What follows belongs to an exercise in optimizing a design on an open flow for small area, a short achievable clock period and few clock cycles; a production flow would make more cautious choices.
The RTL was checked by simulation tests, not by an equivalence proof against the original design.
Power figures rest on the tool's default switching activity, not on a simulated workload.

`flow/design.v`:
```
package naas_dma_pkg;
    localparam int DATA_W           = 64;            
    localparam int STRB_W           = DATA_W / 8;
    localparam int ADDR_W           = 6;
    localparam int BUF_DEPTH        = 2 ** ADDR_W;
    localparam int PTR_W            = ADDR_W + 1;    
    localparam int MAX_BURST_QWORDS = 16;
    localparam int QCNT_W           = 5;             
    localparam int MAX_FRAME_QWORDS = 32;
    typedef logic [ADDR_W-1:0] addr_t;
    typedef logic [PTR_W-1:0]  ptr_t;
    typedef logic [QCNT_W-1:0] qcnt_t;
    typedef struct packed {
        logic [47:0] reserved;
        logic [15:0] byte_count;
    } rx_desc_t;
    typedef union packed {
        logic [DATA_W-1:0] data;
        rx_desc_t          desc;
    } buf_entry_u;
endpackage
`timescale 1ns/1ns
module naas_dma (
    input  logic                            clk,
    input  logic                            arst_n,
    input  logic [naas_dma_pkg::DATA_W-1:0] s_axis_tdata,
    input  logic [naas_dma_pkg::STRB_W-1:0] s_axis_tstrb,
    input  logic                            s_axis_tvalid,
    input  logic                            s_axis_tlast,
    output logic                            s_axis_tready,
    output logic [naas_dma_pkg::DATA_W-1:0] host_tdata,
    output logic                            host_tvalid,
    output logic                            host_tlast,
    input  logic                            host_tready
);
    localparam int N  = 32;                  
    localparam int S  = 8;                   
    localparam int D  = 4;                   
    localparam int PW = 5;                   
    localparam int CW = 6;                   
    function automatic logic [N-1:0] rmask();
        rmask = '0;
        for (int i = 1; i < N; i += 2)
            rmask[i] = 1'b1;
    endfunction
    localparam logic [N-1:0] RMASK = rmask();
    function automatic logic [PW-1:0] step(input logic [PW-1:0] p);
        step = (p == PW'(N - 1)) ? '0 : p + 1'b1;
    endfunction
    function automatic logic at_tap(input logic [PW-1:0] p);
        at_tap = 1'b0;
        for (int q = 1; q < N; q += S)
            if (p == PW'(q - 1))
                at_tap = 1'b1;
    endfunction
    function automatic logic [2:0] pop4(input logic [3:0] v);
        case (v)
            4'h0:                                     pop4 = 3'd0;
            4'h1, 4'h2, 4'h4, 4'h8:                   pop4 = 3'd1;
            4'h3, 4'h5, 4'h6, 4'h9, 4'ha, 4'hc:       pop4 = 3'd2;
            4'h7, 4'hb, 4'hd, 4'he:                   pop4 = 3'd3;
            default:                                  pop4 = 3'd4;
        endcase
    endfunction
    function automatic logic [3:0] pop8(input logic [7:0] v);
        logic [2:0] a, b;
        a = pop4(v[3:0]);
        b = pop4(v[7:4]);
        pop8 = '0;
        for (int i = 0; i <= 4; i++)
            for (int j = 0; j <= 4; j++)
                if (a == 3'(i) && b == 3'(j))
                    pop8 = 4'(i + j);
    endfunction
    logic [63:0]   ring [0:N-1];
    logic [PW-1:0] tpos;                 
    logic [N-1:0]  rsel;                 
    logic          hrd;                  
    logic [CW-1:0] cnt;                  
    logic [CW-1:0] cnt_up, cnt_dn;       
    logic          c0, c1, cn1, cn;      
    logic          tready_q;
    logic [4:0]    ibeats;               
    logic [4:0]    d_bm1 [0:D-1];        
    logic [3:0]    d_pc  [0:D-1];        
    logic [D:0]    dcnt;                 
    logic [63:0]   ho;                   
    logic [63:0]   hp;                   
    logic          hpv;
    logic          phase;                
    logic [4:0]    rem;                  
    logic          rz, r1;               
    logic [3:0]    bcnt;                 
    logic          b14, b15;             
    logic          hv;
    logic          hl;
    assign s_axis_tready = tready_q;
    assign host_tvalid   = hv;
    assign host_tlast    = hl;
    assign host_tdata    = ho;
    logic          wr, push, pop_h, dpop, opop, adv, rp, rok, need;
    logic          up, dn, dup, ddn;
    logic          phase_n, rz_n, r1_n;
    logic          c0_n, c1_n, cn1_n, cn_n;
    logic          dz, dd, dz_n, dd_n;
    logic [D:0]    dcnt_n;
    logic          b14_n, b15_n;
    logic [4:0]    rem_n;
    logic [4:0]    head_bm1;
    logic [3:0]    head_pc, new_pc;
    logic [8:0]    head_bytes;
    logic [63:0]   rdata;
    assign wr     = s_axis_tvalid && tready_q;
    assign push   = wr && s_axis_tlast;
    assign pop_h  = hv && host_tready;
    assign dpop   = pop_h && !phase;
    assign opop   = pop_h && phase;
    assign adv    = !hv || host_tready;             
    assign new_pc     = pop8(s_axis_tstrb);
    assign head_bm1   = dz ? ibeats : d_bm1[0];
    assign head_pc    = dz ? new_pc : d_pc[0];
    assign head_bytes = {6'(head_bm1) + 6'(head_pc[3]), head_pc[2:0]};
    always_comb begin
        rdata = '0;
        for (int i = 1; i < N; i += 2)
            rdata = rdata | (ring[i] & {64{rsel[i]}});    
    end
    always_comb begin
        phase_n = phase;
        rem_n   = rem;
        rz_n    = rz;
        r1_n    = r1;
        if (dpop) begin
            phase_n = 1'b1;
            rem_n   = d_bm1[0];
            rz_n    = (d_bm1[0] == 5'd0);
            r1_n    = (d_bm1[0] == 5'd1);
        end else if (opop) begin
            if (rz) begin
                phase_n = 1'b0;
            end else begin
                rem_n = rem - 1'b1;
                rz_n  = r1;
                r1_n  = (rem == 5'd2);
            end
        end
    end
    assign need = adv && phase_n;                   
    assign rok  = hrd && !c0;                       
    assign rp   = rok && (need || !hpv);            
    assign up  = wr && !rp;
    assign dn  = rp && !wr;
    assign dup = push && !dpop;
    assign ddn = dpop && !push;
    assign c0_n  = up ? 1'b0 : dn ? c1 : c0;
    assign c1_n  = up ? c0 : dn ? (cnt_dn == CW'(1)) : c1;
    assign cn1_n = up ? (cnt_up == CW'(N - 1)) : dn ? cn : cn1;
    assign cn_n  = up ? cn1 : dn ? 1'b0 : cn;
    assign dcnt_n = dup ? {dcnt[D-1:0], 1'b0} : ddn ? {1'b0, dcnt[D:1]} : dcnt;
    assign dz     = dcnt[0];
    assign dd     = dcnt[D];
    assign dz_n   = dcnt_n[0];
    assign dd_n   = dcnt_n[D];
    assign b14_n = pop_h ? (!hl && bcnt == 4'd13) : b14;
    assign b15_n = pop_h ? (!hl && b14) : b15;
    always_ff @(posedge clk) begin
        for (int i = 0; i < N; i++) begin
            if (i % S == 1 && tready_q && tpos == PW'(i - 1))
                ring[i] <= s_axis_tdata;
            else
                ring[i] <= ring[(i + N - 1) % N];
        end
        if (c0)
            rsel <= wr ? N'(2) : N'(1);
        else if (!rp)
            rsel <= {rsel[N-2:0], rsel[N-1]};
        if (c0)
            hrd <= wr && RMASK[1];
        else if (!rp)
            hrd <= |(rsel & {RMASK[0], RMASK[N-1:1]});
        if (adv)
            ho <= !phase_n ? {55'd0, head_bytes} : hpv ? hp : rdata;
        if (rok && (need == hpv))
            hp <= rdata;
        for (int i = 0; i < D; i++) begin
            if (push && (dpop ? dcnt[i + 1] : dcnt[i])) begin
                d_bm1[i] <= ibeats;
                d_pc[i]  <= new_pc;
            end else if (dpop && i < D - 1) begin
                d_bm1[i] <= d_bm1[(i + 1) % D];
                d_pc[i]  <= d_pc[(i + 1) % D];
            end
        end
        rem      <= rem_n;
        rz       <= rz_n;
        r1       <= r1_n;
        tready_q <= !cn_n && !dd_n && (c0_n || wr || at_tap(step(tpos)));
        if (adv)
            hl <= b15_n || (phase_n && rz_n && dz_n);
    end
    always_ff @(posedge clk or negedge arst_n) begin
        if (!arst_n) begin
            tpos   <= '0;
            cnt    <= '0;
            cnt_up <= CW'(1);
            cnt_dn <= '1;
            c0     <= 1'b1;
            c1     <= 1'b0;
            cn1    <= 1'b0;
            cn     <= 1'b0;
            ibeats <= '0;
            dcnt   <= (D + 1)'(1);
            phase  <= 1'b0;
            bcnt   <= '0;
            b14    <= 1'b0;
            b15    <= 1'b0;
            hv     <= 1'b0;
            hpv    <= 1'b0;
        end else begin
            if (c0_n)
                tpos <= '0;
            else if (!wr)
                tpos <= step(tpos);
            if (up) begin
                cnt    <= cnt_up;
                cnt_up <= cnt_up + 1'b1;
                cnt_dn <= cnt;
            end else if (dn) begin
                cnt    <= cnt_dn;
                cnt_up <= cnt;
                cnt_dn <= cnt_dn - 1'b1;
            end
            c0     <= c0_n;
            c1     <= c1_n;
            cn1    <= cn1_n;
            cn     <= cn_n;
            if (wr)
                ibeats <= s_axis_tlast ? 5'd0 : ibeats + 1'b1;
            dcnt   <= dcnt_n;
            phase  <= phase_n;
            if (pop_h)
                bcnt <= hl ? 4'd0 : bcnt + 1'b1;
            b14    <= b14_n;
            b15    <= b15_n;
            if (adv)
                hv <= phase_n ? (hpv || rok) : !dz_n;
            hpv    <= need ? (hpv && rok) : (hpv || rok);
        end
    end
endmodule
```
`flow/run.sh`:
```
#!/bin/bash
# synth_recipe.tcl (not shown) runs the flow's synth.tcl, then flattens the netlist and writes it again
# the make line also repeats each setting of config.mk as NAME=value (left out here)
make -C /OpenROAD-flow-scripts/flow DESIGN_CONFIG=/design/flow/config.mk WORK_HOME=/design/flow/orfs CLKGATE_MAP_FILE= SYNTH_SCRIPT=/design/flow/synth_recipe.tcl finish
```
`flow/config.mk`:
```
export PLATFORM = sky130hd
export DESIGN_NAME = naas_dma
export DESIGN_NICKNAME = naas_dma
export VERILOG_FILES = /design/flow/design.v
export SDC_FILE = /design/flow/constraint.sdc
export NUM_CORES = 4
export LEC_CHECK = 0
export CAP_MARGIN = 20
export CORE_MARGIN = 2
export CORE_UTILIZATION = 65
export CTS_CLUSTER_DIAMETER = 120
export CTS_CLUSTER_SIZE = 25
export PLACE_DENSITY = 0.72
export SETUP_SLACK_MARGIN = 3.0
export SLEW_MARGIN = 20
export SYNTH_MEMORY_MAX_BITS = 8192
```
`flow/constraint.sdc`:
```
create_clock -name core_clock -period 5.5 [get_ports {clk}]
set_input_delay 1.1000 -clock core_clock [delete_from_list [all_inputs] [get_ports {clk}]]
set_output_delay 1.1000 -clock core_clock [all_outputs]
set_load 0.01 [all_outputs]
```
==> results of run 1 <==
## synth_stat cells (3+ instances only)
cell type and n:
mux2_2 288, nor2b_1 88, o21ai_0 48, o32ai_1 3, mux2i_1 15, dfstp_2 9, nand3_1 15, nand2_1 68
inv_1 28, o31ai_1 4, a21boi_0 5, xnor2_1 6, dfrtp_1 37, ha_1 25, nor3_1 78, xor2_1 4
a221oi_1 255, a31oi_1 3, nand2b_1 15, buf_2 32, a21oi_1 41, nand4_1 66, a21o_1 4, and2_1 3
dfxtp_1 2050, a22oi_1 15, buf_1 40, nor4_1 6, nor2_2 3, clkbuf_1 111, a31o_2 3, edfxtp_1 204
o211ai_1 5, or3_1 3, nand3b_1 7, nor2_1 90, a22o_1 252
## stage by stage
stage | setup slack, ps | util [%] | area (um2) | hold slack (ps)
4_1_cts | 2980 | 72.0 | 67000 | 308
6_report | 3010 | 72.1 | 67100 | 312
5_1_grt | 2940 | 72.1 | 67100 | 314
2_1_floorplan | 2360 | - | 61300 | 310
3_5_place_dp | 1110 | 68.6 | 63900 | 312
3_3_place_gp | 1180 | 68.6 | 63900 | 310
## power by group through the flow
stage | Combinational, uW | Sequential, uW | Clock [uW]
floorplan | 5350 | 25400 | 0
global placement | 8430 | 26400 | 0
detailed placement | 8570 | 26600 | 0
CTS | 9060 | 26100 | 8440
global route | 9740 | 26700 | 9030
finish | 9120 | 26100 | 8350
## worst reg2reg max path: stages, from the launching register on
cell,delay (ps)
edfxtp_1,490
buf_4,200
buf_4,250
a22o_1,240
a221oi_1,220
nand4_1,280
mux2i_1,230
o21ai_0,90
a31o_2,240
## how the worst max path moves through the flow
stage	start	endpoint	slack, ps	cells after the start
floorplan	host_tready	cnt_dn[4]$_DFFE_PN1P_	2360	10
global placement	host_tready	cnt_dn[4]$_DFFE_PN1P_	1180	14
detailed placement	host_tready	cnt_dn[4]$_DFFE_PN1P_	1110	14
CTS	hv$_DFFE_PN0P_	cnt_dn[4]$_DFFE_PN1P_	2980	14
global route	hv$_DFFE_PN0P_	tready_q$_DFF_P_	2940	14
finish	rsel[1]$_DFFE_PP_	ho[1]$_DFFE_PP_	3010	8
## metal layers
layer / vias to the layer above / global-route usage (%) / share of wire (%) / routed length [um]
met1: 15700 / 40.3 / 46 / 61300
met4: 10 / 5.97 / 2.0 / 2610
met3: 175 / 3.75 / 5.2 / 6840
li1: 14500 / - / - / -
met5: - / 0 / 0.051 / 67
met2: 784 / 44.0 / 46 / 61500
## state kept, by name, summed over array words and instances, names as in the netlist, 4 cells and up
signal and cells:
ring 2048, ho 64, hp 64, rsel 32, d_bm1 20, d_pc 16, cnt 6, cnt_dn 6
cnt_up 6, dcnt 5, ibeats 5, rem 5, tpos 5, bcnt 4
## final cells by class
| cell class | instances | area share (%) |
|---|---|---|
| Clock inverter | 4 | 0.0802 |
| Sequential cell | 2300 | 72.0 |
| Clock buffer | 156 | 4.11 |
| Multi-Input combinational cell | 1459 | 18.2 |
| Timing Repair Buffer | 238 | 3.00 |
| Antenna cell | 2 | 0.00746 |
| Inverter | 29 | 0.199 |
| Tap cell | 1254 | 2.34 |
## cells by family (layout without fill, tap and decap cells)
family / after synthesis / after routing / synth area share (%)
flops: 2300 / 2300 / 79.4
compound gates: 659 / 659 / 8.93
simple gates: 455 / 459 / 3.89
mux: 303 / 303 / 5.58
buf+inv: 214 / 427 / 1.41
fa+ha+maj: 26 / 26 / 0.531
xor+xnor: 12 / 12 / 0.234
other cells: 0 / 2 / 0
## what timing repair did
action                     4_1_cts  5_1_grt
gates resized for setup        300       38
setup buffers                   36       19
setup endpoints to repair      518      106
pin swaps                        6        6
gates cloned                     4        0
==> flow_metrics.py, run 1 <==
metrics = {
    "outcome": {
        "status": "no timing/DRC/antenna violations",
    },
    "cells_and_area": {
        "fin_nets": 4231,
        "area_growth_pct": 10.3,
        "nFillCells": 6214,
        "multi_input_area_mm2": 0.0122,
        "register_area_mm2": 0.0483,
        "final_cells": 5442,
        "mostFrequentLayoutCell": "dfxtp_1",
        "drive_gt1_share_pct": 15.6,
        "layout_common_cells": "dfxtp_1 (2049), mux2_2 (271), a221oi_1 (255), a22o_1 (252), edfxtp_1 (204)",
    },
    "floorplan": {
        "rows": 112,
        "initial_core_util_pct": 65.4,
        "coreArea_mm2": 0.0930,
        "fp.dieW_um": 310,
        "die_h_um": 310,
        "dieArea_mm2": 0.0961,
        "pin_count": 144,
    },
    "critical_path": {
        "crit_family": "compound AO/OA/AOI/OAI gates",
        "cp-start-kind": "register",
        "cp_slowest_cell": "edfxtp_1",
        "cp-end-kind": "register",
        "worstReg2RegEnd": "ho[1]$_DFFE_PP_",
        "required_ps": 5980,
        "reg2reg_depth": 8,
        "crit_path_frequent_cell": "buf_4",
        "r2r_slack_ps": 3010,
        "cp_max_fo": 15,
        "cp.arrival_ps": 2960,
        "worstSetupPathType": "reg -> reg",
        "cp_cell_sequence": "buf_4 -> buf_4 -> a22o_1 -> a221oi_1 -> nand4_1 -> mux2i_1 -> o21ai_0 -> a31o_2",
        "cp.buffers_inverters": 2,
        "reg2reg_from": "rsel[1]$_DFFE_PP_",
        "slowest_delay_ps": 490,
    },
    "hold_path": {
        "hold_end": "ring[27][3]$_DFF_P_",
        "hold_path.startpoint": "ring[26][3]$_DFF_P_",
        "hold_depth": 0,
        "hold_path_class": "reg -> reg",
    },
    "pwr": {
        "internal_power_uw": 30500,
        "peakVddDrop_uv": 455,
        "powerDensity_mw_per_mm2": 649,
        "power.leakage_uw": 0.0262,
        "combinationalPowerShare_pct": 20.9,
        "p_total_uw": 43600,
        "swShare_pct": 30.0,
        "pwr-share-clk_pct": 19.2,
        "p_sw_uw": 13100,
        "seqPwrFrac_pct": 59.9,
    },
    "yosys": {
        "syn_inst": 3969,
        "synthArstFlopShare_pct": 2.00,
        "netlist_area_mm2": 0.0608,
        "ys_types": 69,
        "ys.flop_type": "dfxtp_1",
        "synth_seq_cells": 2300,
        "synth_area_leaders": "dfxtp_1 (67%), edfxtp_1 (10%), mux2_2 (5.3%)",
        "avgSynthCellArea_um2": 15.3,
        "synth_top_area_share_pct": 67.4,
        "yosysSeqAreaShare_pct": 79.4,
        "synth_top_area_cell": "dfxtp_1",
        "yosys_warnings": 4,
        "synth_edf_count": 204,
        "synth_nets": 4071,
    },
    "clock_tree": {
        "cts_htree_levels": 3,
        "clock_path_buffers": 3,
        "root_buffer": "clkbuf_16",
        "cts_buffers": 101,
        "cts_tree": "yes",
        "cts.sinks": 2300,
        "ctsHoldBuffers": 0,
        "clk_latency_ps": 720,
        "clk_pin_slew_ps": 100,
    },
    "routing": {
        "wl_per_cell_um": 24.3,
        "first_pass_iters": 5,
        "via_per_inst": 5.73,
        "wirelength_mm": 132,
        "drc": 0,
        "ant_nets": 0,
        "drtIter0Drc": 2661,
        "vias": 31200,
    },
    "timing": {
        "fmax_mhz": 402,
        "drv_slew": 0,
        "slew_headroom_pct": 24.1,
        "finalClockSkew_ps": 34.9,
        "finalCriticalPeriod_ps": 2490,
        "rsz0062_at_grt": "true",
        "finalSetupTns_ps": 0,
        "setup_violations": 0,
        "period_share_pct": 45.2,
        "hold_viol": 0,
        "worst_slew_pin_slew_ps": 1140,
    },
    "grt": {
        "grt_pass1_vias": 30500,
        "grt_max_degree": 90,
        "overflow": 0,
        "track_usage_pct": 27.5,
        "antenna_found_initial": 7,
        "grt_first_pass_wirelength_mm": 196,
    },
    "place": {
        "portBuffers": 143,
        "dp_hpwl_mm": 70.9,
        "gp_congestion": 0.806,
        "placedCellCount": 5221,
    },
    "flow_run": {
        "cap_viol_max_count": 0,
    },
}
Testbench counts, summed over its fixed seeds: cycles 7,795.
==> run 2, diff against run 1 <==
--- a/flow/design.v
+++ b/flow/design.v
@@ -33,8 +33,8 @@
     output logic                            host_tlast,
     input  logic                            host_tready
 );
-    localparam int N  = 32;                  
-    localparam int S  = 8;                   
+    localparam int N  = 31;                  
+    localparam int S  = 6;                   
     localparam int D  = 4;                   
     localparam int PW = 5;                   
     localparam int CW = 6;                   
--- a/flow/config.mk
+++ b/flow/config.mk
@@ -7,10 +7,9 @@
 export LEC_CHECK = 0
 export CAP_MARGIN = 20
 export CORE_MARGIN = 2
-export CORE_UTILIZATION = 65
+export CORE_UTILIZATION = 40
 export CTS_CLUSTER_DIAMETER = 120
 export CTS_CLUSTER_SIZE = 25
-export PLACE_DENSITY = 0.72
 export SETUP_SLACK_MARGIN = 3.0
 export SLEW_MARGIN = 20
 export SYNTH_MEMORY_MAX_BITS = 8192
==> run 2 against run 1 <==
Effect of this change: utilization fell by 27 points; total power rose by 1.8%; worst setup slack got worse by 120 ps; hold slack got worse by 2.7 ps; final cell count rose by 12%; critical path depth rose by 5; critical path type is now in -> reg; critical endpoint is now ho[7]$_DFFE_PP_; highest routed layer unchanged.
==> flow_metrics.py, run 2 <==
metrics = {
    "outcome": {
        "status": "no timing/DRC/antenna violations",
    },
    "critical_path": {
        "cp_max_fo": 7,
        "cp-start-kind": "input port",
        "cp.arrival_ps": 3080,
        "cp-startpoint": "s_axis_tstrb[0]",
        "cp-end-kind": "register",
        "required_ps": 5970,
        "worstSetupPathType": "in -> reg",
        "reg2reg_from": "hv$_DFFE_PN0P_",
    },
    "timing": {
        "finalSetupTns_ps": 0,
        "fin_ws_ps": 2890,
        "slew_headroom_pct": 37.9,
        "setup_violations": 0,
        "hold_slack_ps": 309,
        "hold_viol": 0,
        "drv_slew": 0,
        "period_share_pct": 47.5,
        "finalCriticalPeriod_ps": 2610,
        "rsz0062_at_grt": "true",
        "worst_slew_pin_slew_ps": 932,
        "fmax_mhz": 383,
        "finalClockSkew_ps": 38.6,
    },
    "grt": {
        "antenna_found_initial": 21,
        "overflow": 0,
        "grt_pass1_vias": 30800,
        "grt_max_degree": 66,
        "track_usage_pct": 18.5,
        "grt_first_pass_wirelength_mm": 209,
    },
    "yosys": {
        "synth_top_area_share_pct": 66.6,
        "synthArstFlopShare_pct": 2.06,
        "synth_commonest_cells": "dfxtp_1 (1986), mux2_2 (345), a22oi_1 (267)",
        "yosysMostFrequentCell": "dfxtp_1",
        "synth_area_leaders": "dfxtp_1 (67%), edfxtp_1 (10%), mux2_2 (6.5%)",
        "synth_top_area_cell": "dfxtp_1",
        "netlist_area_mm2": 0.0597,
        "synth_nets": 4018,
        "yosys_warnings": 4,
        "ys_types": 67,
        "avgSynthCellArea_um2": 15.3,
        "synth_seq_cells": 2235,
        "ys.flop_type": "dfxtp_1",
        "synth_edf_count": 203,
        "yosysSeqAreaShare_pct": 78.7,
        "syn_inst": 3914,
    },
    "floorplan": {
        "pin_count": 144,
        "fp.dieW_um": 390,
        "rows": 141,
        "die_h_um": 390,
        "coreArea_mm2": 0.148,
        "dieArea_mm2": 0.152,
        "initial_core_util_pct": 40.3,
    },
    "routing": {
        "wirelength_mm": 144,
        "wl_per_cell_um": 23.6,
        "first_pass_iters": 6,
        "drtIter0Drc": 2649,
        "via_per_inst": 5.10,
        "drc": 0,
        "ant_nets": 0,
        "vias": 31100,
    },
    "cells_and_area": {
        "largest_register_ff_count": 1984,
        "mostFrequentLayoutCell": "dfxtp_1",
        "nFillCells": 13000,
        "layout_common_cells": "dfxtp_1 (1985), mux2_2 (343), a22oi_1 (267), edfxtp_1 (203), clkbuf_16 (99)",
        "fin_nets": 4194,
        "register_area_mm2": 0.0470,
        "drive_gt1_share_pct": 17.8,
        "multi_input_area_mm2": 0.0126,
        "top_regs": "ring x1984, ho x64, hp x64",
        "area_growth_pct": 12.5,
        "largest-register": "ring",
    },
    "clock_tree": {
        "cts_buffers": 99,
        "clk_latency_ps": 760,
        "cts_tree": "yes",
        "clock_path_buffers": 3,
        "clk_pin_slew_ps": 100,
        "cts.sinks": 2235,
        "root_buffer": "clkbuf_16",
        "cts_htree_levels": 3,
    },
    "place": {
        "dp_hpwl_mm": 76.9,
        "portBuffers": 143,
        "place_ws_ps": 1440,
        "gp_congestion": 0.796,
    },
    "flow_run": {
        "cap_viol_max_count": 0,
    },
    "pwr": {
        "combinationalPowerShare_pct": 21.9,
        "swShare_pct": 30.6,
        "seqPwrFrac_pct": 59.2,
        "internal_power_uw": 30800,
        "power.leakage_uw": 0.0259,
        "powerDensity_mw_per_mm2": 661,
        "pwr-share-clk_pct": 18.9,
        "p_sw_uw": 13600,
        "p_total_uw": 44400,
        "peakVddDrop_uv": 414,
    },
    "hold_path": {
        "hold_path.startpoint": "ring[10][60]$_DFF_P_",
        "hold_path_class": "reg -> reg",
    },
}
-- run 2: cell count changes in the layout (fill, tap and decap cells not counted), moves of 8 or more --
cell	previous run	this run
a22oi_1	15	267
a221oi_1	255	63
a22o_1	252	64
mux2_2	271	343
a222oi_1	0	64
and3_1	2	66
dfxtp_1	2049	1985
nor3_1	75	15
mux2i_1	12	71
nor2b_1	87	31
mux2_4	17	2
buf_6	10	18
-- run 2: path summary, 6_finish.rpt --
path / slack, ps / cells after the start / to
max in group asynchronous: 4560 / 2 / hv$_DFFE_PN0P_
worst min register to register: 310 / 0 / ring[11][60]$_DFF_P_
worst max-delay path: 2890 / 13 / ho[7]$_DFFE_PP_
worst min-delay path: 310 / 0 / ring[11][60]$_DFF_P_
worst max register to register: 3010 / 16 / tready_q$_DFF_P_
min in group asynchronous: 450 / 2 / bcnt[2]$_DFFE_PN0P_
-- run 2: layout make-up --
cell class / instances / area share (%)
multi-input combinational: 1480 / 18.7
timing repair buffer: 245 / 3.16
tap: 1930 / 3.60
antenna: 1 / 0.00373
clock inverter: 10 / 0.255
sequential: 2235 / 70.0
clock buffer: 158 / 4.02
inverter: 29 / 0.253
-- run 2: logic make-up (layout without fill, tap and decap cells) --
family	after synthesis	in the layout	share of synthesized area (%)
muxes	424	424	7.84
DFF	2235	2235	78.7
adders and majority gates	28	28	0.583
AOI/OAI and AO/OA	601	601	7.78
buffers and inverters	203	442	1.30
other	0	1	0
and+or+nand+nor	414	418	3.60
xor gates and xnor gates	9	9	0.145
-- run 2: metrics by stage --
stage	cell area, um2	utilization, %	instances
floorplan	60200	-	3914
global placement	63800	43.1	5861
detailed placement	63800	43.1	5862
CTS	66900	45.2	6070
global route	67200	45.4	6087
finish	67200	45.4	6088
-- run 2: power groups by stage --
stage | Clock [uW] | Combinational (uW) | Sequential [uW]
6_report | 8390 | 9730 | 26300
5_1_grt | 9140 | 10400 | 26900
4_1_cts | 8560 | 9600 | 26300
3_5_place_dp | 0 | 9310 | 26600
3_3_place_gp | 0 | 9180 | 26600
2_1_floorplan | 0 | 5580 | 25500
-- run 2: critical path: stages --
cell and delay [ps]:
clkbuf_4 160, inv_8 30, ha_4 240, inv_4 100, nand3b_1 170, nor3_4 280, mux2_4 200, ha_4 140
ha_4 130, nand2_2 60, or3_1 320, nand3_1 90, o21ai_1 60
-- run 2: routing by layer --
layer	vias up	routed length [um]	global-route usage, %
met4	22	2470	3.68
met5	-	135	0
met2	708	64800	29.0
li1	14400	-	-
met1	15800	68700	26.7
met3	180	7780	3.45
-- run 2: timing repair --
item,4_1_cts,5_1_grt
hold buffers,0,0
pin swaps,13,15
endpoints found under the setup margin,445,145
gates cloned,4,0
setup buffers,36,17
resized for setup,345,48
Testbench counts of run 2, summed over its fixed seeds: cycles 7,818.
==> run 3, diff against run 2 <==
--- a/flow/design.v
+++ b/flow/design.v
@@ -34,7 +34,7 @@
     input  logic                            host_tready
 );
     localparam int N  = 31;                  
-    localparam int S  = 6;                   
+    localparam int S  = 8;                   
     localparam int D  = 4;                   
     localparam int PW = 5;                   
     localparam int CW = 6;                   
@@ -42,6 +42,7 @@
         rmask = '0;
         for (int i = 1; i < N; i += 2)
             rmask[i] = 1'b1;
+        rmask[N-1] = 1'b1;
     endfunction
     localparam logic [N-1:0] RMASK = rmask();
     function automatic logic [PW-1:0] step(input logic [PW-1:0] p);
@@ -122,8 +123,9 @@
     assign head_bytes = {6'(head_bm1) + 6'(head_pc[3]), head_pc[2:0]};
     always_comb begin
         rdata = '0;
-        for (int i = 1; i < N; i += 2)
-            rdata = rdata | (ring[i] & {64{rsel[i]}});    
+        for (int i = 0; i < N; i++)
+            if (RMASK[i])
+                rdata = rdata | (ring[i] & {64{rsel[i]}});
     end
     always_comb begin
         phase_n = phase;
==> run 3 against run 2 <==
Effect of this change: worst setup slack lost 18 ps; combinational power down 7.5%; highest routed layer unchanged; flip-flop and latch count unchanged; synthesized area decreased by 0.43%; critical path type is now reg -> out.
==> flow_metrics.py, run 3 <==
metrics = {
    "outcome": {
        "status": "no timing/DRC/antenna violations",
    },
    "timing": {
        "setup_violations": 0,
        "hold_viol": 0,
        "finalClockSkew_ps": 39.3,
        "finalSetupTns_ps": 0,
        "rsz0062_at_grt": "true",
        "finalCriticalPeriod_ps": 2630,
        "slew_headroom_pct": 26.1,
        "drv_slew": 0,
        "fin_ws_ps": 2870,
        "fmax_mhz": 380,
        "period_share_pct": 47.8,
        "worst_slew_pin_slew_ps": 1110,
    },
    "critical_path": {
        "cp-start-kind": "register",
        "cp.arrival_ps": 1530,
        "reg2reg_from": "hv$_DFFE_PN0P_",
        "cp_max_fo": 1,
        "reg2reg_depth": 15,
        "worstSetupPathType": "reg -> out",
        "required_ps": 4400,
        "cp_slowest_cell": "edfxtp_1",
        "cp_num_cells": 1,
        "worstReg2RegEnd": "tpos[4]$_DFFE_PN0P_",
        "cp-end-kind": "output port",
        "r2r_slack_ps": 2950,
        "cp.buffers_inverters": 1,
        "cp-startpoint": "ho[11]$_SDFFCE_PP0P_",
        "slowest_delay_ps": 560,
        "cp_cell_sequence": "buf_2",
        "crit_family": "flip-flops",
    },
    "clock_tree": {
        "clk_latency_ps": 740,
        "clk_pin_slew_ps": 100,
        "cts_buffers": 100,
        "cts_tree": "yes",
        "cts.sinks": 2235,
        "ctsHoldBuffers": 0,
        "root_buffer": "clkbuf_16",
        "cts_htree_levels": 3,
        "clock_path_buffers": 3,
    },
    "cells_and_area": {
        "final_cells": 6032,
        "layout_common_cells": "dfxtp_1 (1985), mux2_2 (279), a22o_1 (258), a221oi_1 (258), edfxtp_1 (203)",
        "mostFrequentLayoutCell": "dfxtp_1",
        "fin_util_pct": 45.1,
        "multi_input_area_mm2": 0.0121,
        "nFillCells": 13100,
        "fin_area_mm2": 0.0666,
        "largest-register": "ring",
        "largest_register_ff_count": 1984,
        "area_growth_pct": 12.0,
        "drive_gt1_share_pct": 16.1,
        "fin_nets": 4153,
        "register_area_mm2": 0.0470,
        "top_regs": "ring x1984, ho x64, hp x64",
    },
    "floorplan": {
        "coreArea_mm2": 0.148,
        "initial_core_util_pct": 40.3,
        "pin_count": 144,
        "fp.dieW_um": 390,
        "dieArea_mm2": 0.152,
        "die_h_um": 390,
        "rows": 141,
    },
    "pwr": {
        "power.leakage_uw": 0.0257,
        "peakVddDrop_uv": 477,
        "combinationalPowerShare_pct": 21.0,
        "internal_power_uw": 29800,
        "seqPwrFrac_pct": 59.5,
        "pwr-share-clk_pct": 19.5,
        "powerDensity_mw_per_mm2": 644,
        "swShare_pct": 30.5,
        "p_sw_uw": 13100,
    },
    "routing": {
        "wirelength_mm": 137,
        "first_pass_iters": 5,
        "wl_per_cell_um": 22.7,
        "via_per_inst": 5.04,
        "drtIter0Drc": 2107,
        "ant_nets": 0,
        "drc": 0,
        "vias": 30400,
    },
    "grt": {
        "grt_max_degree": 65,
        "track_usage_pct": 17.7,
        "antenna_found_initial": 14,
        "grt_first_pass_wirelength_mm": 201,
        "overflow": 0,
        "grt_pass1_vias": 30500,
    },
    "place": {
        "place_ws_ps": 1130,
        "dp_hpwl_mm": 74.0,
        "detailed_place.area_mm2": 0.0633,
        "gp_congestion": 0.748,
        "portBuffers": 143,
        "placedCellCount": 5831,
    },
    "yosys": {
        "synth_commonest_cells": "dfxtp_1 (1986), mux2_2 (291), a221oi_1 (260)",
        "synth_seq_cells": 2235,
        "netlist_area_mm2": 0.0594,
        "yosys_warnings": 4,
        "ys_types": 66,
        "synth_top_area_share_pct": 66.9,
        "syn_inst": 3894,
        "ys.flop_type": "dfxtp_1",
        "synthArstFlopShare_pct": 2.06,
        "synth_nets": 3997,
        "synth_edf_count": 203,
        "synth_top_area_cell": "dfxtp_1",
        "yosysMostFrequentCell": "dfxtp_1",
        "synth_area_leaders": "dfxtp_1 (67%), edfxtp_1 (10%), mux2_2 (5.5%)",
        "avgSynthCellArea_um2": 15.3,
        "yosysSeqAreaShare_pct": 79.1,
    },
    "flow_run": {
        "cap_viol_max_count": 0,
    },
    "hold_path": {
        "hold_path.startpoint": "ring[2][0]$_DFF_P_",
        "hold_depth": 0,
        "hold_path_class": "reg -> reg",
        "hold_end": "ring[3][0]$_DFF_P_",
    },
}
-- run 3: layout make-up --
type | instances | share of cell area (%)
Sequential cell | 2235 | 70.6
Clock buffer | 143 | 4.07
Clock inverter | 7 | 0.229
Antenna cell | 4 | 0.0150
Multi-Input combinational cell | 1446 | 18.2
Inverter | 30 | 0.231
Timing Repair Buffer | 237 | 2.95
Tap cell | 1930 | 3.63
-- run 3: through the flow --
| stage | hold slack [ps] | total power (uW) |
|---|---|---|
| after global routing | 316 | 44900 |
| final | 310 | 42900 |
| after detailed placement | 312 | 34700 |
| after global placement | 310 | 34600 |
| after floorplan | 310 | 30100 |
| after CTS | 314 | 43100 |
-- run 3: what timing repair did --
action	4_1_cts	5_1_grt
pin swaps	9	10
cloned	1	0
setup endpoints to repair	425	195
resized for setup	334	42
buffers inserted	30	16
-- run 3: routing by layer --
metal  GRT usage (%)  up-vias  wire, um
met3            3.37      197      6950
met4            4.07       18      2960
met2            27.8      588     61400
met1            25.3    15400     65400
met5               0        -       110
li1                -    14200         -
-- run 3: worst max path at each step --
stage | slack, ps | endpoint
after floorplan | 2300 | tpos[3]$_DFFE_PN0P_
after global placement | 1190 | tpos[2]$_DFFE_PN0P_
after detailed placement | 1130 | tpos[4]$_DFFE_PN0P_
after CTS | 2830 | host_tdata[11]
after global routing | 2780 | tpos[4]$_DFFE_PN0P_
final | 2870 | host_tdata[11]
-- run 3: kinds of logic after synthesis --
kind of cell	after synthesis	share of synthesized area (%)
XOR/XNOR	14	0.232
AND/OR/NAND/NOR	453	4.00
adder cells (fa/ha/maj)	27	0.564
multiplexers	301	5.68
AO/OA/AOI/OAI	650	9.03
flip-flops	2235	79.1
buffers and inverters	214	1.41
-- run 3: power by group through the flow --
stage / registers [uW] / clock network [uW] / logic [uW]
finish: 25500 / 8370 / 9000
detailed placement: 25900 / 0 / 8830
CTS: 25500 / 8560 / 8970
floorplan: 24800 / 0 / 5370
global route: 26100 / 9130 / 9680
global placement: 25900 / 0 / 8750
Testbench counts of run 3, summed over its fixed seeds: cycles 7,833.
==> run 4, diff against run 3 <==
--- a/flow/config.mk
+++ b/flow/config.mk
@@ -7,9 +7,10 @@
 export LEC_CHECK = 0
 export CAP_MARGIN = 20
 export CORE_MARGIN = 2
-export CORE_UTILIZATION = 40
-export CTS_CLUSTER_DIAMETER = 120
-export CTS_CLUSTER_SIZE = 25
+export CORE_UTILIZATION = 65
+export CTS_CLUSTER_DIAMETER = 100
+export CTS_CLUSTER_SIZE = 30
+export PLACE_DENSITY = 0.72
 export SETUP_SLACK_MARGIN = 3.0
 export SLEW_MARGIN = 20
 export SYNTH_MEMORY_MAX_BITS = 8192
==> run 4 against run 3 <==
Effect of this change: utilization is 27 points higher; largest cell class unchanged; fmax shrank 0.61%; sequential power barely moved; critical path depth rose by 8; synthesized area did not move; wire length fell by 5.5%; global-route usage rose by 9.6 points; first-iteration DRC count increased by 26%; hold slack improved by 7.2 ps.
==> flow_metrics.py, run 4 <==
metrics = {
    "timing": {
        "finalSetupTns_ps": 0,
        "period_share_pct": 48.1,
        "slew_headroom_pct": 34.1,
        "hold_viol": 0,
        "rsz0062_at_grt": "true",
        "fmax_mhz": 378,
        "setup_violations": 0,
        "finalClockSkew_ps": 17.5,
        "drv_slew": 0,
        "finalCriticalPeriod_ps": 2650,
        "worst_slew_pin_slew_ps": 989,
    },
    "place": {
        "gp_congestion": 0.803,
        "dp_hpwl_mm": 71.2,
        "detailed_place.area_mm2": 0.0624,
        "portBuffers": 143,
    },
    "yosys": {
        "synth_area_leaders": "dfxtp_1 (67%), edfxtp_1 (10%), mux2_2 (5.5%)",
        "synth-simple-area-share_pct": 4.00,
        "synth_top_area_cell": "dfxtp_1",
        "synth_nets": 3997,
        "synth_mux_area_share_pct": 5.68,
        "synth_seq_cells": 2235,
        "synth_commonest_cells": "dfxtp_1 (1986), mux2_2 (291), a221oi_1 (260)",
        "syn_inst": 3894,
        "synthArstFlopShare_pct": 2.06,
        "synthAdderAreaFrac_pct": 0.564,
        "synth_compound_area_share_pct": 9.03,
        "synth_top_family_by_area": "compound AO/OA/AOI/OAI gates",
        "yosys_warnings": 4,
        "avgSynthCellArea_um2": 15.3,
        "yosysMostFrequentCell": "dfxtp_1",
        "synth_edf_count": 203,
        "synthXorXnorAreaFrac_pct": 0.232,
        "yosysSeqAreaShare_pct": 79.1,
        "synth_top_area_share_pct": 66.9,
        "ys.flop_type": "dfxtp_1",
        "ys_types": 66,
        "netlist_area_mm2": 0.0594,
    },
    "pwr": {
        "peakVddDrop_uv": 458,
        "combinationalPowerShare_pct": 21.3,
        "power.leakage_uw": 0.0255,
        "p_sw_uw": 12700,
        "swShare_pct": 30.1,
        "seqPwrFrac_pct": 60.6,
        "pwr-share-clk_pct": 18.1,
        "powerDensity_mw_per_mm2": 643,
        "internal_power_uw": 29400,
        "p_total_uw": 42100,
    },
    "cells_and_area": {
        "largest-register": "ring",
        "largest_register_ff_count": 1984,
        "fin_area_mm2": 0.0655,
        "top_regs": "ring x1984, ho x64, hp x64",
        "drive_gt1_share_pct": 15.4,
        "mostFrequentLayoutCell": "dfxtp_1",
        "area_growth_pct": 10.2,
        "fin_nets": 4149,
        "layout_common_cells": "dfxtp_1 (1985), mux2_2 (278), a22o_1 (258), a221oi_1 (258), edfxtp_1 (203)",
        "nFillCells": 5969,
    },
    "routing": {
        "via_per_inst": 5.81,
        "first_pass_iters": 5,
        "drc": 0,
        "wirelength_mm": 129,
        "wl_per_cell_um": 24.5,
        "ant_nets": 0,
        "drtIter0Drc": 2645,
        "vias": 30700,
    },
    "floorplan": {
        "initial_core_util_pct": 65.8,
        "fp.dieW_um": 306,
        "coreArea_mm2": 0.0903,
        "rows": 110,
        "die_h_um": 306,
        "pin_count": 144,
        "dieArea_mm2": 0.0939,
    },
    "clock_tree": {
        "cts_tree": "yes",
        "clk_latency_ps": 680,
        "ctsHoldBuffers": 0,
        "clock_path_buffers": 3,
        "clk_pin_slew_ps": 110,
        "cts.sinks": 2235,
        "cts_htree_levels": 3,
        "root_buffer": "clkbuf_16",
        "cts_buffers": 84,
    },
    "critical_path": {
        "cp.arrival_ps": 3100,
        "cp_max_fo": 5,
        "required_ps": 5950,
        "r2r_slack_ps": 2920,
        "worstSetupPathType": "in -> reg",
        "reg2reg_depth": 15,
        "cp-end-kind": "register",
        "cp-start-kind": "input port",
    },
    "grt": {
        "grt_util_met3_pct": 3.55,
        "gr-usage-met2_pct": 43.9,
        "grt_first_pass_wirelength_mm": 193,
        "antenna_found_initial": 10,
        "grt_pass1_vias": 30400,
        "track_usage_pct": 27.3,
        "top_usage_layer": "met2",
        "use_met1_pct": 40.3,
        "overflow": 0,
        "grt_max_degree": 79,
    },
    "outcome": {
        "status": "no timing/DRC/antenna violations",
    },
    "hold_path": {
        "hold_depth": 0,
        "hold_path_class": "reg -> reg",
    },
    "flow_run": {
        "cap_viol_max_count": 0,
    },
}
## run 4: final timing paths
check	start	to
max in group asynchronous	arst_n	hpv$_DFF_PN0_
min	ring[4][62]$_DFF_P_	ring[5][62]$_DFF_P_
min reg2reg	ring[4][62]$_DFF_P_	ring[5][62]$_DFF_P_
max	s_axis_tstrb[1]	ho[1]$_DFFE_PP_
max reg2reg	hv$_DFFE_PN0P_	tpos[4]$_DFFE_PN0P_
min in group asynchronous	arst_n	b15$_DFF_PN0_
## run 4: cell type report
| class | count | area [um2] | share of cell area (%) |
|---|---|---|---|
| timing repair buffer | 247 | 2230 | 3.40 |
| clock buffer | 139 | 2380 | 3.64 |
| antenna | 3 | 7.51 | 0.0115 |
| sequential | 2235 | 47000 | 71.8 |
| clock inverter | 2 | 25.0 | 0.0382 |
| inverter | 30 | 158 | 0.241 |
| tap | 1176 | 1470 | 2.25 |
| multi-input combinational | 1448 | 12200 | 18.6 |
## run 4: cell families (layout without fill, tap and decap cells)
kind of cell,after synthesis,in the layout
flip-flops,2235,2235
adder cells (fa/ha/maj),27,27
XOR/XNOR,14,14
multiplexers,301,301
other,0,3
buffers and inverters,214,418
AO/OA/AOI/OAI,650,650
AND/OR/NAND/NOR,453,456
## run 4: power groups by stage
stage               Sequential (uW)  Clock [uW]  Combinational, uW
CTS                           25600        7700               8790
global route                  26100        8260               9590
floorplan                     24800           0               5370
global placement              25800           0               8440
detailed placement            25900           0               8630
finish                        25500        7610               8990
## run 4: what timing repair did
item | 4_1_cts | 5_1_grt
gates resized for setup | 259 | 50
hold endpoints to repair | 0 | 0
buffers inserted | 27 | 27
pin swaps | 9 | 18
cloned | 3 | 0
setup endpoints to repair | 471 | 207
## run 4: per-layer routing
metal,up-vias,part of all wire [%]
met3,136,5.4
met1,15500,47
li1,14200,-
met4,14,1.3
met5,-,0.077
met2,793,46
## run 4: critical path: stages
cell and delay [ps]:
buf_12 100, ha_4 140, or3b_4 370, and3b_4 190, a21o_1 180, buf_6 120
a21o_1 160, a221o_2 400, a221o_1 320
## run 4: per-stage QoR
stage	utilization [%]	worst slack (ps)	cells	hold slack (ps)
after floorplan	-	2300	3894	310
after global placement	69.1	1180	5077	309
after detailed placement	69.1	1130	5079	312
after CTS	72.2	2840	5250	317
after global routing	72.5	2790	5280	318
final	72.5	2850	5280	317
==> run 5, diff against run 4 <==
--- a/flow/design.v
+++ b/flow/design.v
@@ -54,24 +54,17 @@
             if (p == PW'(q - 1))
                 at_tap = 1'b1;
     endfunction
-    function automatic logic [2:0] pop4(input logic [3:0] v);
-        case (v)
-            4'h0:                                     pop4 = 3'd0;
-            4'h1, 4'h2, 4'h4, 4'h8:                   pop4 = 3'd1;
-            4'h3, 4'h5, 4'h6, 4'h9, 4'ha, 4'hc:       pop4 = 3'd2;
-            4'h7, 4'hb, 4'hd, 4'he:                   pop4 = 3'd3;
-            default:                                  pop4 = 3'd4;
-        endcase
-    endfunction
     function automatic logic [3:0] pop8(input logic [7:0] v);
-        logic [2:0] a, b;
-        a = pop4(v[3:0]);
-        b = pop4(v[7:4]);
-        pop8 = '0;
-        for (int i = 0; i <= 4; i++)
-            for (int j = 0; j <= 4; j++)
-                if (a == 3'(i) && b == 3'(j))
-                    pop8 = 4'(i + j);
+        logic a0, a1, a2, b0, b1, b2, c0, c1;
+        a0 = ^v[3:0];
+        b0 = ^v[7:4];
+        a2 = &v[3:0];
+        b2 = &v[7:4];
+        a1 = ((v[0] & v[1]) | (v[2] & v[3]) | ((v[0] | v[1]) & (v[2] | v[3]))) & !a2;
+        b1 = ((v[4] & v[5]) | (v[6] & v[7]) | ((v[4] | v[5]) & (v[6] | v[7]))) & !b2;
+        c0 = a0 & b0;
+        c1 = (a1 & b1) | ((a1 | b1) & c0);
+        pop8 = {a2 & b2, a2 ^ b2 ^ c1, a1 ^ b1 ^ c0, a0 ^ b0};
     endfunction
     logic [63:0]   ring [0:N-1];
     logic [PW-1:0] tpos;                 
--- a/flow/config.mk
+++ b/flow/config.mk
@@ -7,10 +7,9 @@
 export LEC_CHECK = 0
 export CAP_MARGIN = 20
 export CORE_MARGIN = 2
-export CORE_UTILIZATION = 65
-export CTS_CLUSTER_DIAMETER = 100
-export CTS_CLUSTER_SIZE = 30
-export PLACE_DENSITY = 0.72
+export CORE_UTILIZATION = 40
+export CTS_CLUSTER_DIAMETER = 120
+export CTS_CLUSTER_SIZE = 25
 export SETUP_SLACK_MARGIN = 3.0
 export SLEW_MARGIN = 20
 export SYNTH_MEMORY_MAX_BITS = 8192
==> run 5 against run 4 <==
Effect of this change: clock skew increased by 30 ps; sequential share of layout area fell by 0.40 points; wire length up 7.6%; combinational power is 2.7% lower; count of clock-buffer cells in the layout increased by 6; synthesized cell count fell by 1.7%; die area rose by 61%; global-route usage is 9.2 points lower; flip-flop and latch count did not move; hold slack worse by 29 ps; total power grew 0.84%; worst setup slack improved by 83 ps; largest power group unchanged; highest routed layer unchanged.
==> flow_metrics.py, run 5 <==
metrics = {
    "cells_and_area": {
        "layout_common_cells": "dfxtp_1 (1985), a221oi_1 (258), a22o_1 (257), mux2_2 (254), edfxtp_1 (203)",
        "drive_gt1_share_pct": 15.8,
        "multi_input_area_mm2": 0.0117,
        "largest_register_ff_count": 1984,
        "register_area_mm2": 0.0470,
        "nFillCells": 13100,
        "fin_nets": 4076,
        "area_growth_pct": 11.5,
        "final_cells": 5952,
        "largest-register": "ring",
        "mostFrequentLayoutCell": "dfxtp_1",
        "top_regs": "ring x1984, ho x64, hp x64",
    },
    "outcome": {
        "status": "no timing/DRC/antenna violations",
    },
    "floorplan": {
        "rows": 141,
        "dieArea_mm2": 0.151,
        "coreArea_mm2": 0.147,
        "pin_count": 144,
        "fp.dieW_um": 388,
        "die_h_um": 388,
        "initial_core_util_pct": 40.1,
    },
    "yosys": {
        "synth_edf_count": 203,
        "synth_top_area_share_pct": 67.3,
        "synth_nets": 3933,
        "yosysMostFrequentCell": "dfxtp_1",
        "ys.flop_type": "dfxtp_1",
        "synth_commonest_cells": "dfxtp_1 (1986), mux2_2 (282), a221oi_1 (258)",
        "yosysSeqAreaShare_pct": 79.6,
        "syn_inst": 3826,
        "yosys_warnings": 4,
        "synth_area_leaders": "dfxtp_1 (67%), edfxtp_1 (10%), mux2_2 (5.4%)",
        "netlist_area_mm2": 0.0591,
        "synthArstFlopShare_pct": 2.06,
        "avgSynthCellArea_um2": 15.4,
        "synth_top_area_cell": "dfxtp_1",
        "synth_seq_cells": 2235,
        "ys_types": 65,
    },
    "routing": {
        "wl_per_cell_um": 23.4,
        "wirelength_mm": 139,
        "ant_nets": 0,
        "via_per_inst": 5.05,
        "first_pass_iters": 5,
        "vias": 30100,
        "drc": 0,
        "drtIter0Drc": 2374,
    },
    "grt": {
        "grt_max_degree": 65,
        "antenna_found_initial": 13,
        "track_usage_pct": 18.1,
        "grt_first_pass_wirelength_mm": 204,
        "overflow": 0,
        "grt_pass1_vias": 30100,
    },
    "clock_tree": {
        "clk_pin_slew_ps": 100,
        "ctsHoldBuffers": 0,
        "cts_buffers": 99,
        "clk_latency_ps": 720,
        "cts_tree": "yes",
        "root_buffer": "clkbuf_16",
        "cts_htree_levels": 3,
        "clock_path_buffers": 3,
        "cts.sinks": 2235,
    },
    "timing": {
        "worst_slew_pin_slew_ps": 1080,
        "finalSetupTns_ps": 0,
        "drv_slew": 0,
        "finalCriticalPeriod_ps": 2560,
        "hold_slack_ps": 288,
        "rsz0062_at_grt": "true",
        "hold_viol": 0,
        "fin_ws_ps": 2940,
        "setup_violations": 0,
        "slew_headroom_pct": 28.1,
        "period_share_pct": 46.6,
        "fmax_mhz": 390,
        "finalClockSkew_ps": 48.0,
    },
    "pwr": {
        "power.leakage_uw": 0.0255,
        "p_total_uw": 42500,
        "powerDensity_mw_per_mm2": 645,
        "peakVddDrop_uv": 491,
    },
    "critical_path": {
        "required_ps": 4400,
        "crit_family": "flip-flops",
        "slowest_delay_ps": 550,
        "cp_cell_sequence": "buf_2",
        "cp_slowest_cell": "edfxtp_1",
        "cp-start-kind": "register",
        "cp-end-kind": "output port",
        "worstSetupPathType": "reg -> out",
        "cp_max_fo": 1,
        "cp.buffers_inverters": 1,
        "cp.arrival_ps": 1460,
    },
    "hold_path": {
        "hold_path_class": "reg -> reg",
    },
    "place": {
        "dp_hpwl_mm": 73.8,
        "place_ws_ps": 1160,
        "portBuffers": 143,
        "placedCellCount": 5763,
        "gp_congestion": 0.753,
    },
    "flow_run": {
        "cap_viol_max_count": 0,
    },
}
-- run 5: path summary, 6_finish.rpt --
| kind | start | to | slack, ps | cells after the start |
|---|---|---|---|---|
| hold reg to reg | ring[22][7]$_DFF_P_ | ring[23][7]$_DFF_P_ | 290 | 0 |
| min in group asynchronous | arst_n | bcnt[3]$_DFFE_PN0P_ | 470 | 2 |
| setup reg to reg | tpos[0]$_DFFE_PN0P_ | ring[9][35]$_DFF_P_ | 3020 | 6 |
| setup / recovery | ho[34]$_SDFFCE_PP0P_ | host_tdata[34] | 2940 | 1 |
| hold / removal | ring[22][7]$_DFF_P_ | ring[23][7]$_DFF_P_ | 290 | 0 |
| max in group asynchronous | arst_n | hpv$_DFF_PN0_ | 4570 | 2 |
-- run 5: repair_timing --
| action | 4_1_cts | 5_1_grt |
|---|---|---|
| gates cloned | 4 | 0 |
| endpoints found under the hold margin | 0 | 0 |
| pin swaps | 6 | 3 |
| buffers inserted | 24 | 7 |
| gates resized for setup | 303 | 31 |
| endpoints found under the setup margin | 473 | 204 |
-- run 5: cells by family after synthesis --
group	count (synthesis)	share of synthesized area, %
compound gates	679	9.23
buf+inv	211	1.67
mux	303	5.74
xor+xnor	11	0.163
simple gates	356	2.94
fa+ha+maj	31	0.665
flops	2235	79.6
-- run 5: per-layer routing --
layer / vias to the layer above / wire [um] / share of wire [%] / global-route usage (%)
met2: 632 / 63400 / 46 / 28.9
met5: - / 54 / 0.039 / 0
met4: 8 / 2540 / 1.8 / 4.41
met1: 15300 / 66700 / 48 / 26.1
met3: 154 / 6430 / 4.6 / 2.43
li1: 13900 / - / - / -
-- run 5: per-stage QoR --
stage	cell area, um2	util (%)
6_report	65900	44.8
5_1_grt	65900	44.8
3_3_place_gp	63000	42.8
2_1_floorplan	59600	-
3_5_place_dp	63000	42.8
4_1_cts	65800	44.7
-- run 5: area by class of cell --
class / instances / share of cell area (%)
flip-flops and latches: 2235 / 71.4
well taps: 1930 / 3.67
clock buffers: 145 / 4.10
inverters: 33 / 0.260
clock inverters: 4 / 0.0570
multi-input cells: 1384 / 17.7
diodes: 5 / 0.0190
repair buffers: 216 / 2.76
-- run 5: where the power goes --
part / switching [uW] / total, uW / internal [uW]
Sequential: 2620 / 25500 / 22900
Combinational: 5570 / 8750 / 3180
Clock: 4800 / 8240 / 3430
Testbench counts of run 5, summed over its fixed seeds: cycles 7,833.
==> run 6, diff against run 5 <==
--- a/flow/config.mk
+++ b/flow/config.mk
@@ -8,8 +8,8 @@
 export CAP_MARGIN = 20
 export CORE_MARGIN = 2
 export CORE_UTILIZATION = 40
-export CTS_CLUSTER_DIAMETER = 120
-export CTS_CLUSTER_SIZE = 25
+export CTS_CLUSTER_DIAMETER = 100
+export CTS_CLUSTER_SIZE = 30
 export SETUP_SLACK_MARGIN = 3.0
 export SLEW_MARGIN = 20
 export SYNTH_MEMORY_MAX_BITS = 8192
==> run 6 against run 5 <==
Effect of this change: synthesized cell count stayed put; largest cell class unchanged; sequential power about the same; global-route usage about the same; count of clock-buffer cells in the layout down 17; highest routed layer unchanged; flip-flop and latch count unchanged; register-to-register slack better by 20 ps; critical path depth unchanged; hold slack improved by 33 ps; total power fell by 0.88%.
==> flow_metrics.py, run 6 <==
metrics = {
    "outcome": {
        "status": "no timing/DRC/antenna violations",
    },
    "pwr": {
        "power.leakage_uw": 0.0254,
        "powerDensity_mw_per_mm2": 642,
        "peakVddDrop_uv": 493,
    },
    "place": {
        "gp_congestion": 0.753,
        "portBuffers": 143,
        "placedCellCount": 5763,
        "place_ws_ps": 1160,
        "dp_hpwl_mm": 73.8,
    },
    "timing": {
        "worst_slew_pin_slew_ps": 1050,
        "rsz0062_at_grt": "true",
        "hold_viol": 0,
        "finalClockSkew_ps": 55.4,
        "setup_violations": 0,
        "period_share_pct": 46.4,
        "fin_ws_ps": 2950,
        "drv_slew": 0,
        "finalCriticalPeriod_ps": 2550,
        "finalSetupTns_ps": 0,
        "slew_headroom_pct": 29.7,
        "fmax_mhz": 392,
    },
    "yosys": {
        "avgSynthCellArea_um2": 15.4,
        "netlist_area_mm2": 0.0591,
        "yosysMostFrequentCell": "dfxtp_1",
        "synth_top_area_cell": "dfxtp_1",
        "synthArstFlopShare_pct": 2.06,
        "ys.flop_type": "dfxtp_1",
        "synth_area_leaders": "dfxtp_1 (67%), edfxtp_1 (10%), mux2_2 (5.4%)",
        "synth_seq_cells": 2235,
        "yosys_warnings": 4,
        "syn_inst": 3826,
        "yosysSeqAreaShare_pct": 79.6,
        "synth_commonest_cells": "dfxtp_1 (1986), mux2_2 (282), a221oi_1 (258)",
        "synth_nets": 3933,
        "synth_top_area_share_pct": 67.3,
        "ys_types": 65,
        "synth_edf_count": 203,
    },
    "floorplan": {
        "initial_core_util_pct": 40.1,
        "die_h_um": 388,
        "coreArea_mm2": 0.147,
        "pin_count": 144,
        "fp.dieW_um": 388,
        "dieArea_mm2": 0.151,
        "rows": 141,
    },
    "critical_path": {
        "cp-startpoint": "ho[34]$_SDFFCE_PP0P_",
        "cp.buffers_inverters": 1,
        "required_ps": 4400,
        "cp.arrival_ps": 1450,
        "cp_max_fo": 1,
        "cp_slowest_cell": "edfxtp_1",
        "reg2reg_from": "tpos[0]$_DFFE_PN0P_",
        "cp_cell_sequence": "buf_2",
        "endpoint": "host_tdata[34]",
        "reg2reg_depth": 6,
        "worstSetupPathType": "reg -> out",
        "worstReg2RegEnd": "ring[9][39]$_DFF_P_",
        "cp-start-kind": "register",
        "r2r_slack_ps": 3040,
        "slowest_delay_ps": 550,
        "cp-end-kind": "output port",
        "crit_family": "flip-flops",
        "cp_num_cells": 1,
    },
    "cells_and_area": {
        "largest-register": "ring",
        "mostFrequentLayoutCell": "dfxtp_1",
        "area_growth_pct": 11.0,
        "fin_nets": 4060,
        "drive_gt1_share_pct": 15.5,
        "final_cells": 5932,
        "layout_common_cells": "dfxtp_1 (1985), a221oi_1 (258), a22o_1 (257), mux2_2 (254), edfxtp_1 (203)",
        "top_regs": "ring x1984, ho x64, hp x64",
        "fin_util_pct": 44.6,
        "largest_register_ff_count": 1984,
    },
    "clock_tree": {
        "cts_buffers": 86,
        "cts_tree": "yes",
        "ctsHoldBuffers": 0,
        "clock_path_buffers": 3,
        "clk_pin_slew_ps": 110,
        "root_buffer": "clkbuf_16",
        "cts.sinks": 2235,
        "clk_latency_ps": 710,
        "cts_htree_levels": 3,
    },
    "grt": {
        "grt_pass1_vias": 29800,
        "track_usage_pct": 18.1,
        "overflow": 0,
        "grt_first_pass_wirelength_mm": 203,
        "grt_max_degree": 65,
        "antenna_found_initial": 12,
    },
    "routing": {
        "wl_per_cell_um": 23.4,
        "via_per_inst": 5.02,
        "first_pass_iters": 5,
        "vias": 29800,
        "drtIter0Drc": 2353,
        "ant_nets": 0,
        "wirelength_mm": 139,
        "drc": 0,
    },
    "flow_run": {
        "cap_viol_max_count": 0,
    },
    "hold_path": {
        "hold_path_class": "reg -> reg",
    },
}
-- run 6: kinds of logic after synthesis --
group,synth area share (%)
multiplexers,5.74
AO/OA/AOI/OAI,9.23
flip-flops,79.6
XOR/XNOR,0.163
AND/OR/NAND/NOR,2.94
adder cells (fa/ha/maj),0.665
buffers and inverters,1.67
-- run 6: worst register-to-register path, stage by stage (launching register included) --
cell	delay, ps
dfrtp_1	460
inv_1	110
ha_1	150
nand3b_1	240
nor3b_2	310
clkbuf_16	510
mux2_2	550
-- run 6: worst min-delay path by stage --
stage                    startpoint                   end  slack [ps]  cells after the start
2_1_floorplan   ring[10][0]$_DFF_P_   ring[11][0]$_DFF_P_         310                      0
3_3_place_gp    ring[4][45]$_DFF_P_   ring[5][45]$_DFF_P_         310                      0
3_5_place_dp   ring[22][15]$_DFF_P_  ring[23][15]$_DFF_P_         310                      0
4_1_cts         ring[2][54]$_DFF_P_   ring[3][54]$_DFF_P_         330                      0
5_1_grt         ring[2][54]$_DFF_P_   ring[3][54]$_DFF_P_         320                      0
6_report       ring[20][49]$_DFF_P_  ring[21][49]$_DFF_P_         320                      0
-- run 6: final cells by class --
| type | count | area, um2 |
|---|---|---|
| clock inverters | 8 | 128 |
| well taps | 1930 | 2410 |
| repair buffers | 213 | 1780 |
| clock buffers | 128 | 2390 |
| fillers | 13100 | 81500 |
| diodes | 1 | 2.50 |
| inverters | 33 | 171 |
| multi-input cells | 1384 | 11700 |
| flip-flops and latches | 2235 | 47000 |
-- run 6: metal layers --
| metal | wire [um] | part of all wire, % | global-route usage, % |
|---|---|---|---|
| met4 | 2400 | 1.7 | 3.93 |
| met2 | 62900 | 45 | 28.7 |
| met1 | 66800 | 48 | 26.1 |
| met3 | 6610 | 4.8 | 2.66 |
| met5 | 61 | 0.044 | 0 |
-- run 6: metrics by stage --
| step | hold slack (ps) | power (uW) | area (um2) |
|---|---|---|---|
| detailed placement | 312 | 34600 | 63000 |
| global route | 323 | 44100 | 65600 |
| floorplan | 310 | 30000 | 59600 |
| finish | 321 | 42100 | 65600 |
| global placement | 310 | 34400 | 63000 |
| CTS | 328 | 42300 | 65500 |
-- run 6: report_power, final --
| group | leakage [uW] | internal, uW | switching [uW] |
|---|---|---|---|
| clock network | 0.00121 | 3100 | 4790 |
| logic | 0.00527 | 3160 | 5580 |
| registers | 0.0189 | 22800 | 2600 |
-- run 6: what timing repair did --
item	CTS	global route
setup endpoints to repair	467	129
gates resized for setup	299	26
buffers inserted	18	10
gates cloned	4	0
pin swaps	5	3
==> run 7, diff against run 6 <==
--- a/flow/design.v
+++ b/flow/design.v
@@ -34,7 +34,7 @@
     input  logic                            host_tready
 );
     localparam int N  = 31;                  
-    localparam int S  = 8;                   
+    localparam int S  = 10;                  
     localparam int D  = 4;                   
     localparam int PW = 5;                   
     localparam int CW = 6;                   
--- a/flow/config.mk
+++ b/flow/config.mk
@@ -8,8 +8,8 @@
 export CAP_MARGIN = 20
 export CORE_MARGIN = 2
 export CORE_UTILIZATION = 40
-export CTS_CLUSTER_DIAMETER = 100
-export CTS_CLUSTER_SIZE = 30
+export CTS_CLUSTER_DIAMETER = 120
+export CTS_CLUSTER_SIZE = 25
 export SETUP_SLACK_MARGIN = 3.0
 export SLEW_MARGIN = 20
 export SYNTH_MEMORY_MAX_BITS = 8192
==> run 7 against run 6 <==
Effect of this change: die area shrank 1.2%; design area down 0.84%; clock skew decreased by 33 ps; total power rose by 1.9%; utilization rose by 0.21 points; non-clock buffer count fell by 8; worst setup slack better by 1.2 ps; final cell count shrank 0.89%.
==> flow_metrics.py, run 7 <==
metrics = {
    "outcome": {
        "status": "no timing/DRC/antenna violations",
    },
    "floorplan": {
        "dieArea_mm2": 0.149,
        "die_h_um": 386,
        "coreArea_mm2": 0.145,
        "fp.dieW_um": 386,
        "rows": 140,
        "initial_core_util_pct": 40.2,
        "pin_count": 144,
    },
    "grt": {
        "grt_max_degree": 66,
        "grt_first_pass_wirelength_mm": 198,
        "antenna_found_initial": 6,
        "grt_pass1_vias": 29500,
        "track_usage_pct": 18.0,
        "overflow": 0,
    },
    "cells_and_area": {
        "fin_nets": 4016,
        "mostFrequentLayoutCell": "dfxtp_1",
        "top_regs": "ring x1984, ho x64, hp x64",
        "nFillCells": 12700,
        "largest_register_ff_count": 1984,
        "register_area_mm2": 0.0470,
        "layout_common_cells": "dfxtp_1 (1985), a22o_1 (257), a221oi_1 (256), edfxtp_1 (203), mux2_2 (195)",
        "area_growth_pct": 11.5,
        "largest-register": "ring",
        "drive_gt1_share_pct": 14.1,
        "multi_input_area_mm2": 0.0110,
    },
    "yosys": {
        "synth_seq_cells": 2235,
        "synthArstFlopShare_pct": 2.06,
        "synth_nets": 3879,
        "ys_types": 62,
        "synth_area_leaders": "dfxtp_1 (68%), edfxtp_1 (10%), mux2_2 (4.3%)",
        "synth_top_area_share_pct": 68.1,
        "syn_inst": 3772,
        "yosysSeqAreaShare_pct": 80.6,
        "synth_commonest_cells": "dfxtp_1 (1986), a221oi_1 (257), a22o_1 (257)",
        "ys.flop_type": "dfxtp_1",
        "yosys_warnings": 4,
        "avgSynthCellArea_um2": 15.5,
        "netlist_area_mm2": 0.0583,
        "synth_edf_count": 203,
        "synth_top_area_cell": "dfxtp_1",
        "yosysMostFrequentCell": "dfxtp_1",
    },
    "clock_tree": {
        "ctsHoldBuffers": 0,
        "cts.sinks": 2235,
        "clk_pin_slew_ps": 110,
        "clock_path_buffers": 3,
        "clk_latency_ps": 720,
        "cts_buffers": 99,
        "cts_tree": "yes",
        "root_buffer": "clkbuf_16",
        "cts_htree_levels": 3,
    },
    "hold_path": {
        "hold_path.startpoint": "ring[16][9]$_DFF_P_",
        "hold_end": "ring[17][9]$_DFF_P_",
        "hold_depth": 0,
        "hold_path_class": "reg -> reg",
    },
    "critical_path": {
        "worstSetupPathType": "reg -> out",
        "worstReg2RegEnd": "ring[11][0]$_DFF_P_",
        "required_ps": 4400,
        "cp_max_fo": 2,
        "cp-start-kind": "register",
        "cp-end-kind": "output port",
        "cp.arrival_ps": 1450,
        "r2r_slack_ps": 2990,
        "reg2reg_depth": 3,
        "reg2reg_from": "tpos[4]$_DFFE_PN0P_",
    },
    "routing": {
        "met1Wirelength_mm": 64.7,
        "highest_layer": "met5",
        "first_pass_iters": 5,
        "vias": 29400,
        "wirelength_mm": 135,
        "via_per_inst": 5.01,
        "ant_nets": 0,
        "drtIter0Drc": 1898,
        "drc": 0,
        "wl_met3_mm": 7.05,
        "wl_per_cell_um": 23.0,
        "dr_wl_met2_mm": 60.8,
    },
    "place": {
        "dp_hpwl_mm": 71.5,
        "portBuffers": 143,
        "gp_congestion": 0.754,
    },
    "timing": {
        "slew_headroom_pct": 28.6,
        "finalCriticalPeriod_ps": 2550,
        "drv_slew": 0,
        "finalClockSkew_ps": 22.3,
        "hold_viol": 0,
        "setup_violations": 0,
        "finalSetupTns_ps": 0,
        "worst_slew_pin_slew_ps": 1070,
        "rsz0062_at_grt": "true",
        "fmax_mhz": 392,
        "period_share_pct": 46.4,
        "hold_slack_ps": 323,
    },
    "pwr": {
        "peakVddDrop_uv": 477,
        "power.leakage_uw": 0.0253,
        "seqPwrFrac_pct": 60.0,
        "pwr-share-clk_pct": 19.1,
        "p_sw_uw": 13100,
        "swShare_pct": 30.6,
        "combinationalPowerShare_pct": 20.8,
        "powerDensity_mw_per_mm2": 660,
        "internal_power_uw": 29800,
    },
    "flow_run": {
        "cap_viol_max_count": 0,
    },
}
-- run 7: routing by layer --
layer | vias to the layer above | global-route usage (%)
li1 | 13700 | -
met5 | - | 0
met3 | 169 | 2.43
met1 | 14900 | 26.0
met2 | 680 | 28.2
met4 | 4 | 4.99
-- run 7: kinds of logic (layout without fill, tap and decap cells) --
kind of cell	Yosys count	after routing	synth area share, %
AO/OA/AOI/OAI	681	682	9.36
XOR/XNOR	12	12	0.180
adder cells (fa/ha/maj)	31	31	0.673
buffers and inverters	205	384	1.55
flip-flops	2235	2235	80.6
multiplexers	239	239	4.58
other	0	6	0
AND/OR/NAND/NOR	369	373	3.08
-- run 7: layout make-up --
class / instances / share of cell area, %
flip-flops and latches: 2235 / 72.3
multi-input cells: 1337 / 16.9
clock buffers: 143 / 4.10
well taps: 1917 / 3.69
repair buffers: 205 / 2.59
inverters: 31 / 0.248
clock inverters: 5 / 0.108
diodes: 6 / 0.0231
-- run 7: power groups by stage --
stage / registers [uW] / clock network (uW) / logic, uW
floorplan: 25000 / 0 / 5330
global placement: 26000 / 0 / 8720
detailed placement: 26100 / 0 / 8840
CTS: 25800 / 8400 / 8950
global route: 26400 / 8960 / 9570
finish: 25800 / 8210 / 8930
-- run 7: timing repair --
action / in CTS / in global routing
setup endpoints to repair: 427 / 130
endpoints found under the hold margin: 0 / 0
gates resized for setup: 301 / 37
setup buffers: 11 / 9
pin swaps: 4 / 5
cloned: 5 / 0
-- run 7: worst max path at each step --
stage                          from             endpoint  cells after the start
2_1_floorplan           host_tready  tpos[2]$_DFFE_PN0P_                     11
3_3_place_gp            host_tready     hp[28]$_DFFE_PP_                      8
3_5_place_dp            host_tready     hp[28]$_DFFE_PP_                      8
4_1_cts        ho[63]$_SDFFCE_PP0P_       host_tdata[63]                      1
5_1_grt        ho[63]$_SDFFCE_PP0P_       host_tdata[63]                      1
6_report             hv$_DFFE_PN0P_          host_tvalid                      2
-- run 7: critical path: stages (launching register included) --
cell and delay [ps]:
dfrtp_2 430, buf_4 150, buf_2 140
-- run 7: through the flow --
step / worst slack, ps / area [um2] / util (%) / cells / total power (uW)
detailed placement: 1510 / 62300 / 42.9 / 5700 / 34900
global route: 2910 / 65000 / 44.8 / 5873 / 44900
finish: 2950 / 65000 / 44.8 / 5879 / 42900
global placement: 1530 / 62300 / 42.9 / 5699 / 34700
floorplan: 2460 / 58900 / - / 3772 / 30300
CTS: 2890 / 64900 / 44.7 / 5864 / 43100
Testbench counts of run 7, summed over its fixed seeds: cycles 7,883.

[port drivers added, routing unchanged]
No port has a modelled driver above. Below, the same layouts with a new extraction and two added sets of constraints. Step 1 assumes that a clkbuf_16 drives the clock port and a buf_2 every other input. Step 2, shift: input delay + t, output delay - t, t = (earliest + latest rising clock arrival at the registers) / 2. This alone moves slack from input paths to output paths. a / b / c = no drivers / after step 1 / after step 2; a / b = the first two.
run | t (ns) | setup WS [ns]
run 1 | 0.776 | 3.013 / 2.967 / 2.312
run 2 | 0.805 | 2.888 / 2.886 / 2.125
run 3 | 0.797 | 2.870 / 2.799 / 2.074
run 4 | 0.742 | 2.854 / 2.854 / 2.112
run 5 | 0.770 | 2.938 / 2.864 / 2.348
run 6 | 0.754 | 2.949 / 2.878 / 2.315
run 7 | 0.796 | 2.950 / 2.868 / 2.242
After both steps setup and hold are still met in every run listed.
